Source: an optimization exercise on an open RTL-to-GDS flow (aim: small area, a short achievable clock period and few clock cycles per item). Production flows keep margins and buffers that such runs may drop.
Function was checked by simulation only, so behaviour that the tests miss may differ from the original.
Power is estimated from default activity; no workload was simulated.

==> flow/design.v (excerpt) <==
module neuron_fetch_top (
    input  logic                              clk,
    input  logic                              reset,
    input  logic                              i_start,
    input  nn_cfg_pkg::cfg_addr_t             i_table_base,
    output nn_cfg_pkg::cfg_addr_t             o_cfg_addr,
    input  logic [nn_cfg_pkg::CFG_WORD_W-1:0] i_cfg_data,
    output nn_operand_pkg::lane_addr_t        o_data_addr,
    input  nn_operand_pkg::lane_in_t          i_data,
    input  logic                              i_stopin,
    input  logic                              i_layer_done,
    output logic                              o_push,
    output nn_operand_pkg::operand_t          o_operand,
    output logic                              o_finish
);
    logic [127:0] wgt;
    logic [7:0]   lanes;
    logic [9:0]   left;
    logic [43:0]  fields;
    logic [10:0]  number;
    fetch_sequencer u_sequencer (
        .clk          (clk),
        .reset        (reset),
        .i_start      (i_start),
        .i_table_base (i_table_base),
        .i_cfg_data   (i_cfg_data),
        .i_stopin     (i_stopin),
        .i_layer_done (i_layer_done),
        .o_cfg_addr   (o_cfg_addr),
        .o_data_addr  (o_data_addr),
        .o_push       (o_push),
        .o_weights    (wgt),
  ...
Size: about 0.018 mm² of cells after synthesis.
Settings: LEC_CHECK=0, ABC_AREA=1, CAP_MARGIN=20, CORE_AREA=2 2 248 248, DIE_AREA=0 0 250 250, GPL_TIMING_DRIVEN=0, SETUP_SLACK_MARGIN=2.0, SLEW_MARGIN=20; clock period 6.5 ns.
standard.sh (not shown) runs the stock make flow with config.mk's settings and CLKGATE_MAP_FILE= SYNTH_SCRIPT=/design/flow/synth_recipe.tcl, a recipe that flattens the netlist after the stock synthesis.
==> flow/flow/run.sh <==
#!/bin/bash
# The standard layout, except:
#  - the smallest buffer on every input and output port instead of the
#    default port buffer;
#  - pins may sit on adjacent routing tracks, so the die can be small and
#    the core reach close to every pin;
#  - global routing gets more congestion iterations.
set -euo pipefail
export BUFFER_PORTS_ARGS="-buffer_cell sky130_fd_sc_hd__buf_1"
export PLACE_PINS_ARGS="-min_distance 1 -min_distance_in_tracks"
export GLOBAL_ROUTE_ARGS="-congestion_iterations 100 -congestion_report_iter_step 5 -verbose"
bash standard.sh > standard_make.log 2>&1
Testbench counts at the start, summed over its fixed seeds: cycles 4,284, items 2,745.
Next try:
--- a/flow/config.mk
+++ b/flow/config.mk
@@ -9,6 +9,8 @@
 export CAP_MARGIN = 20
 export CORE_AREA = 2 2 248 248
+export CTS_BUF_LIST = sky130_fd_sc_hd__clkbuf_8 sky130_fd_sc_hd__clkbuf_16
+export CTS_CLUSTER_DIAMETER = 45
+export CTS_CLUSTER_SIZE = 15
 export DIE_AREA = 0 0 250 250
-export GPL_TIMING_DRIVEN = 0
 export SETUP_SLACK_MARGIN = 2.0
 export SLEW_MARGIN = 20
Effect: Register-to-register slack gets worse by 0.14 ns; routed wire length decreases by 4.1%; area after synthesis stays the same; total power grows by 6.8%; die area is unchanged; sequential share of layout area is about the same; combinational power drops by about 6%.
Next try:
--- a/flow/flow/run.sh
+++ b/flow/flow/run.sh
@@ -5,8 +5,10 @@
 #  - pins may sit on adjacent routing tracks, so the die can be small and
 #    the core reach close to every pin;
-#  - global routing gets more congestion iterations.
+#  - global routing gets more congestion iterations;
+#  - synthesis leaves adders to abc as plain gates (no full/half-adder cells).
 set -euo pipefail
 export BUFFER_PORTS_ARGS="-buffer_cell sky130_fd_sc_hd__buf_1"
 export PLACE_PINS_ARGS="-min_distance 1 -min_distance_in_tracks"
 export GLOBAL_ROUTE_ARGS="-congestion_iterations 100 -congestion_report_iter_step 5 -verbose"
+export ADDER_MAP_FILE=
 bash standard.sh > standard_make.log 2>&1
--- a/flow/config.mk
+++ b/flow/config.mk
@@ -9,7 +9,4 @@
 export CAP_MARGIN = 20
 export CORE_AREA = 2 2 248 248
-export CTS_BUF_LIST = sky130_fd_sc_hd__clkbuf_8 sky130_fd_sc_hd__clkbuf_16
-export CTS_CLUSTER_DIAMETER = 45
-export CTS_CLUSTER_SIZE = 15
 export DIE_AREA = 0 0 250 250
 export SETUP_SLACK_MARGIN = 2.0
=> The changed run finished clean; routed wire length increases by a few percent; critical path depth came out higher by 1; hold slack is worse by 0.013 ns; maximum frequency went up by a few percent; via count rose by a few percent; non-clock buffer count came out higher by 11; total power came out higher by roughly a tenth.
Next try:
==> flow/flow/run.sh (replaced) <==
#!/bin/bash
# The standard layout, except:
#  - the smallest buffer on every input and output port instead of the
#    default port buffer;
#  - pins may sit on adjacent routing tracks, so the die can be small and
#    the core reach close to every pin;
#  - global routing gets more congestion iterations.
set -euo pipefail
export BUFFER_PORTS_ARGS="-buffer_cell sky130_fd_sc_hd__buf_1"
export PLACE_PINS_ARGS="-min_distance 1 -min_distance_in_tracks"
export GLOBAL_ROUTE_ARGS="-congestion_iterations 100 -congestion_report_iter_step 5 -verbose"
bash standard.sh > standard_make.log 2>&1
--- a/flow/config.mk
+++ b/flow/config.mk
@@ -9,4 +9,5 @@
 export CAP_MARGIN = 20
 export CORE_AREA = 2 2 248 248
+export CTS_BUF_LIST = sky130_fd_sc_hd__clkbuf_4
 export DIE_AREA = 0 0 250 250
 export SETUP_SLACK_MARGIN = 2.0
Outcome:
- The changed run went through all stages and came out clean
- sequential power goes down by 12%
- sequential cell count does not change
- fmax came out lower by about 2.4%
- power fell by about 18%
- final area is higher by 1.3%
- register-to-register slack gets better by 0.21 ns

* * *

Setup of run A:
neuron_fetch_top, a different RTL version from the one above (not shown whole).
Size in the first run: ~310 flip-flops, about 18,000 um2 of cells after synthesis.
export LEC_CHECK = 0
export CAP_MARGIN = 20
export CORE_AREA = 75 75 275 275
export DIE_AREA = 0 0 350 350
export SLEW_MARGIN = 20
create_clock -name core_clock -period 6.5 [get_ports {clk}]
==> flow/flow/run.sh <==
#!/bin/bash
# The standard layout, except:
#  - the smallest buffer on every input and output port instead of the
#    default port buffer;
#  - synthesis leaves adders to abc as plain gates (no full/half-adder cells).
set -euo pipefail
export BUFFER_PORTS_ARGS="-buffer_cell sky130_fd_sc_hd__buf_1"
export ADDER_MAP_FILE=
bash standard.sh > standard_make.log 2>&1
Every stage of the flow completed for run A, and the final layout passed the timing, design-rule and antenna checks.
Testbench counts of run A, summed over its fixed seeds: cycles 4,284, items 2,745.
Input-level comparison between run B and run A:
Settings: setting SETUP_SLACK_MARGIN to 3.0 for the first time.
Findings:
Going from run A to run B, buffer count from post-CTS setup fixing picked up an extra 139, first-pass GRT wire length picked up an extra about 6%.
Run B finished all stages; the layout is clean.
Detailed route, run B vs run A: via total higher for run B
The inputs of run C differ from those of run B as listed below.
Settings: SETUP_SLACK_MARGIN: 3.0 -> 2.0; ABC_AREA: unset -> 1.
Notes after the runs:
Taking run B as the reference point, the overall routing resource usage of run C rises by 1.8 points.
Run C: signed area change from the synthesized netlist to the final layout is 32 points lower than what run B reported.
Re met1 wire length: run C and run B aren't equal, and the lower value belongs to run B.
Area used by sequential logic in the layout across run C and run B: no real change.
Routed wire length (run C / run B): 1.06
Run C has area of all placed cells without fillers below what run B had.
| combined area of the multi-input logic cells | higher: run B |
Run C vs run B, sequential fraction of the synthesis area went down by 3.5 points.
Summary — static leakage, run C relative to run B: higher, by about 14%.
Compared with run B, run C is more frugal on power.
Edits applied to the flow inputs when going from run C to run D:
==> flow/flow/run.sh <==
#!/bin/bash
# The standard layout, except for the smallest buffer on every input and
# output port instead of the default port buffer.
set -euo pipefail
export BUFFER_PORTS_ARGS="-buffer_cell sky130_fd_sc_hd__buf_1"
bash standard.sh > standard_make.log 2>&1
[summary]
- No stage failed in run D, and the final checks on the layout all came back clean.
- Between run D and run C, largest clock skew in the final design is lower for run D, run C comes in above that.
- Between run C and run D, the flip-flop and latch count figures differ only marginally.
- Run C → run D: wire length after detailed routing moved down; area after synthesis went down; total power per unit cell area shows a reduction of 2.1%; initial core utilization went down.
- Run D ended up with a higher area share of fa/ha/maj cells after synthesis than run C did.

* * *

## job 101
Another version of the RTL of neuron_fetch_top (not shown whole).
Size in the first run: roughly 2500 cells after synthesis, roughly 1000 I/O pins, about 0.018 sq mm of cells after synthesis.
export LEC_CHECK = 0
export ABC_AREA = 1
export CAP_MARGIN = 20
export CORE_AREA = 75 75 275 275
export DIE_AREA = 0 0 350 350
export SETUP_SLACK_MARGIN = 2.2
export SLEW_MARGIN = 20
create_clock -name core_clock -period 6.5 [get_ports {clk}]
==> flow/flow/run.sh <==
#!/bin/bash
# The standard layout, except for the smallest buffer on every input and
# output port instead of the default port buffer.
set -euo pipefail
export BUFFER_PORTS_ARGS="-buffer_cell sky130_fd_sc_hd__buf_1"
bash standard.sh > standard_make.log 2>&1
Having completed the whole flow, job 101 delivered a layout that passed the timing, design-rule and antenna checks.
Testbench counts of job 101, summed over its fixed seeds: cycles 4,284, items 2,745.
Setup changes, job 101 to job 102
- changing SETUP_SLACK_MARGIN from 2.2 to 2.0
Results
Across job 101 and job 102, the outcome is the same: a clean finish for every run.
Between job 101 and job 102, the difference in count of non-filler cells in the finished layout is negligible.
Job 102 vs job 101, fraction of area in non-clock buffers went down by 0.72 points.
Diff job 101..job 102 | flip-flop and latch area | negligible
Diff job 101 -> job 102: final critical-path share of the clock period went up by 1.3 points; placement-stage cell area flat; clock latency at the later pin of the worst-skew pair held.
Taking job 101 as the reference, in job 102 highest net fanout along the worst path went up 4; buffers plus inverters on the worst setup path dropped 2; post-route minimum period rose by 0.084 ns.
| proportion of layout cells with a drive suffix above 1 | job 102 vs job 101 | 3.6 points lower |
Status: global-route wire length before repair parity (job 101, job 102)

* * *

RTL: one of the versions met above, not the one the previous note started from.
Size in the first run: ~2,600 cells after synthesis, ~310 flip-flops, roughly 1,000 I/O pins, ~18,000 um^2 of cells after synthesis.
==> flow/design.v (excerpt) <==
module neuron_fetch_top (
    input  logic                              clk,
    input  logic                              reset,
    input  logic                              i_start,
    input  nn_cfg_pkg::cfg_addr_t             i_table_base,
    output nn_cfg_pkg::cfg_addr_t             o_cfg_addr,
    input  logic [nn_cfg_pkg::CFG_WORD_W-1:0] i_cfg_data,
    output nn_operand_pkg::lane_addr_t        o_data_addr,
    input  nn_operand_pkg::lane_in_t          i_data,
    input  logic                              i_stopin,
    input  logic                              i_layer_done,
    output logic                              o_push,
    output nn_operand_pkg::operand_t          o_operand,
    output logic                              o_finish
);
Settings: LEC_CHECK=0, ABC_AREA=1, CAP_MARGIN=20, CORE_AREA=2 2 248 248, DIE_AREA=0 0 250 250, SETUP_SLACK_MARGIN=2.0, SLEW_MARGIN=20; clock period 6.5 ns.
==> flow/flow/run.sh <==
#!/bin/bash
# The standard layout, except:
#  - the smallest buffer on every input and output port instead of the
#    default port buffer;
#  - pins may sit on adjacent routing tracks, so the die can be small and
#    the core reach close to every pin;
#  - global routing gets more congestion iterations.
set -euo pipefail
export BUFFER_PORTS_ARGS="-buffer_cell sky130_fd_sc_hd__buf_1"
export PLACE_PINS_ARGS="-min_distance 1 -min_distance_in_tracks"
export GLOBAL_ROUTE_ARGS="-congestion_iterations 100 -congestion_report_iter_step 5 -verbose"
bash standard.sh > standard_make.log 2>&1
Testbench counts at the start, summed over its fixed seeds: cycles 4,284, items 2,745.
==> next run, changes <==
- CAP_MARGIN: 20 -> 0
- SLEW_MARGIN: 20 -> 0
Non-clock buffer count is unchanged.
Clock-buffer cell count is unchanged.
Sequential power barely changes.
Core utilization stays the same.
Worst setup slack is unchanged.
Sequential share of layout area stays the same.
==> next run, changes <==
- CAP_MARGIN: 0 -> 20
- SLEW_MARGIN: 0 -> 20
- TNS_END_PERCENT: default -> 10
=>
- The new run went through all stages and came out clean
- clock-buffer cell count stays the same
- power barely changes
- final cell count fell by 0.32%
- maximum frequency goes down by 3.2%
- via count is about the same
- sequential share of layout area goes up by 0.19 points
==> next run, changes <==
- SETUP_SLACK_MARGIN: 2.0 -> 2.4
- TNS_END_PERCENT: 10 -> default
=> The new run went through all stages and came out clean. Register-to-register slack gains 0.40 ns. Critical path depth drops by 1. Synthesized cell count is unchanged. Hold slack is about the same.

* * *

neuron_fetch_top with an RTL version that a note above also has.
Size: roughly 2400 cells after synthesis, roughly 18000 sq um of cells after synthesis.
==> flow/config.mk <==
export PLATFORM = sky130hd
export DESIGN_NAME = neuron_fetch_top
export DESIGN_NICKNAME = neuron_fetch_top
export VERILOG_FILES = /design/flow/design.v
export SDC_FILE = /design/flow/constraint.sdc
export NUM_CORES = 4
export LEC_CHECK = 0
export ABC_AREA = 1
export CAP_MARGIN = 20
export CORE_AREA = 75 75 275 275
export DIE_AREA = 0 0 350 350
export SETUP_SLACK_MARGIN = 1.5
export SLEW_MARGIN = 20
==> flow/constraint.sdc <==
create_clock -name core_clock -period 6.5 [get_ports {clk}]
set_input_delay 1.3000 -clock core_clock [delete_from_list [all_inputs] [get_ports {clk}]]
set_output_delay 1.3000 -clock core_clock [all_outputs]
set_load 0.01 [all_outputs]
==> flow/flow/run.sh <==
#!/bin/bash
# The standard layout, except for the smallest buffer on every input and
# output port instead of the default port buffer.
set -euo pipefail
export BUFFER_PORTS_ARGS="-buffer_cell sky130_fd_sc_hd__buf_1"
bash standard.sh > standard_make.log 2>&1
The first run went through all stages and came out clean.
Testbench counts at the start, summed over its fixed seeds: cycles 4,284, items 2,745.
Rerun with:
==> flow/flow/run.sh (replaced) <==
#!/bin/bash
# The standard layout, except:
#  - the smallest buffer on every input and output port instead of the
#    default port buffer;
#  - synthesis leaves adders to abc as plain gates (no full/half-adder cells).
set -euo pipefail
export BUFFER_PORTS_ARGS="-buffer_cell sky130_fd_sc_hd__buf_1"
export ADDER_MAP_FILE=
bash standard.sh > standard_make.log 2>&1
ABC_AREA = not set   (was 1)
SETUP_SLACK_MARGIN = 2.0   (was 1.5)
The new run finished clean; setup slack improves by 160 ps; flip-flop and latch count stays the same; cell count went down by 14%.
Rerun with:
==> flow/flow/run.sh (replaced) <==
#!/bin/bash
# The standard layout, except for the smallest buffer on every input and
# output port instead of the default port buffer.
set -euo pipefail
export BUFFER_PORTS_ARGS="-buffer_cell sky130_fd_sc_hd__buf_1"
bash standard.sh > standard_make.log 2>&1
ABC_AREA = 1   (was not set)
CTS_BUF_LIST = sky130_fd_sc_hd__clkbuf_4 sky130_fd_sc_hd__clkbuf_8   (was not set)
CTS_CLUSTER_SIZE = 20   (was not set)
The new run finished clean.
Area after synthesis came out higher by 3.7%.
Total power came out lower by 6.9%.
Clock-buffer cell count came out higher by 26.
Setup slack improved by 330 ps.
Routed wire length came out higher by 11%.

[what the ideal ports hide]
In the flow no input, the clock included, has a driving cell. The finished layouts below were timed again as built, in two steps. Step 1 assumes that a clkbuf_16 drives the clock port and a buf_2 every other input. Step 2 also shifts input and output timing later by t, the mid clock arrival at the registers, as if the neighbouring blocks saw the same clock. Three values: ideal ports, drivers, drivers and shift; two values: the first two.
| run | t (ns) | slack for setup (ns) | worst data-port slew with drivers (ns) | pins driven straight from the clock port |
|---|---|---|---|---|
| the first run of note 1 | 0.633 | 2.037 / 1.996 / 1.996 | 0.23 | 1 |
| the second run of note 1 | 0.670 | 2.041 / 2.020 / 2.020 | 0.22 | 1 |
| the third run of note 1 | 0.627 | 2.166 / 2.118 / 2.118 | 0.22 | 1 |
| the fourth run of note 1 | 0.895 | 2.057 / 2.034 / 2.034 | 0.25 | 1 |
| run A | 0.582 | 0.924 / 0.743 / 0.743 | 0.26 | 1 |
| run B | 0.610 | 1.683 / 1.586 / 1.586 | 0.31 | 1 |
| run C | 0.609 | 2.057 / 1.950 / 1.950 | 0.28 | 1 |
| run D | 0.629 | 1.992 / 1.875 / 1.875 | 0.28 | 1 |
| job 101 | 0.615 | 2.142 / 2.029 / 2.029 | 0.28 | 1 |
| job 102 | 0.624 | 2.058 / 1.936 / 1.936 | 0.30 | 1 |
| the first run of note 4 | 0.625 | 2.080 / 2.058 / 2.058 | 0.27 | 1 |
| the second run of note 4 | 0.625 | 2.080 / 2.058 / 2.058 | 0.27 | 1 |
| the third run of note 4 | 0.625 | 1.935 / 1.870 / 1.931 | 0.15 | 1 |
| the fourth run of note 4 | 0.627 | 2.403 / 2.304 / 2.304 | 0.24 | 1 |
| the first run of note 5 | 0.629 | 1.502 / 1.424 / 1.502 | 0.31 | 1 |
| the second run of note 5 | 0.613 | 1.658 / 1.566 / 1.566 | 0.23 | 1 |
| the third run of note 5 | 0.698 | 1.984 / 1.901 / 1.901 | 0.27 | 1 |
After both steps every run listed still meets setup and hold. The setup slack of run A, which loses most, moves by -0.181 ns with the drivers and by -0.181 ns with both steps.
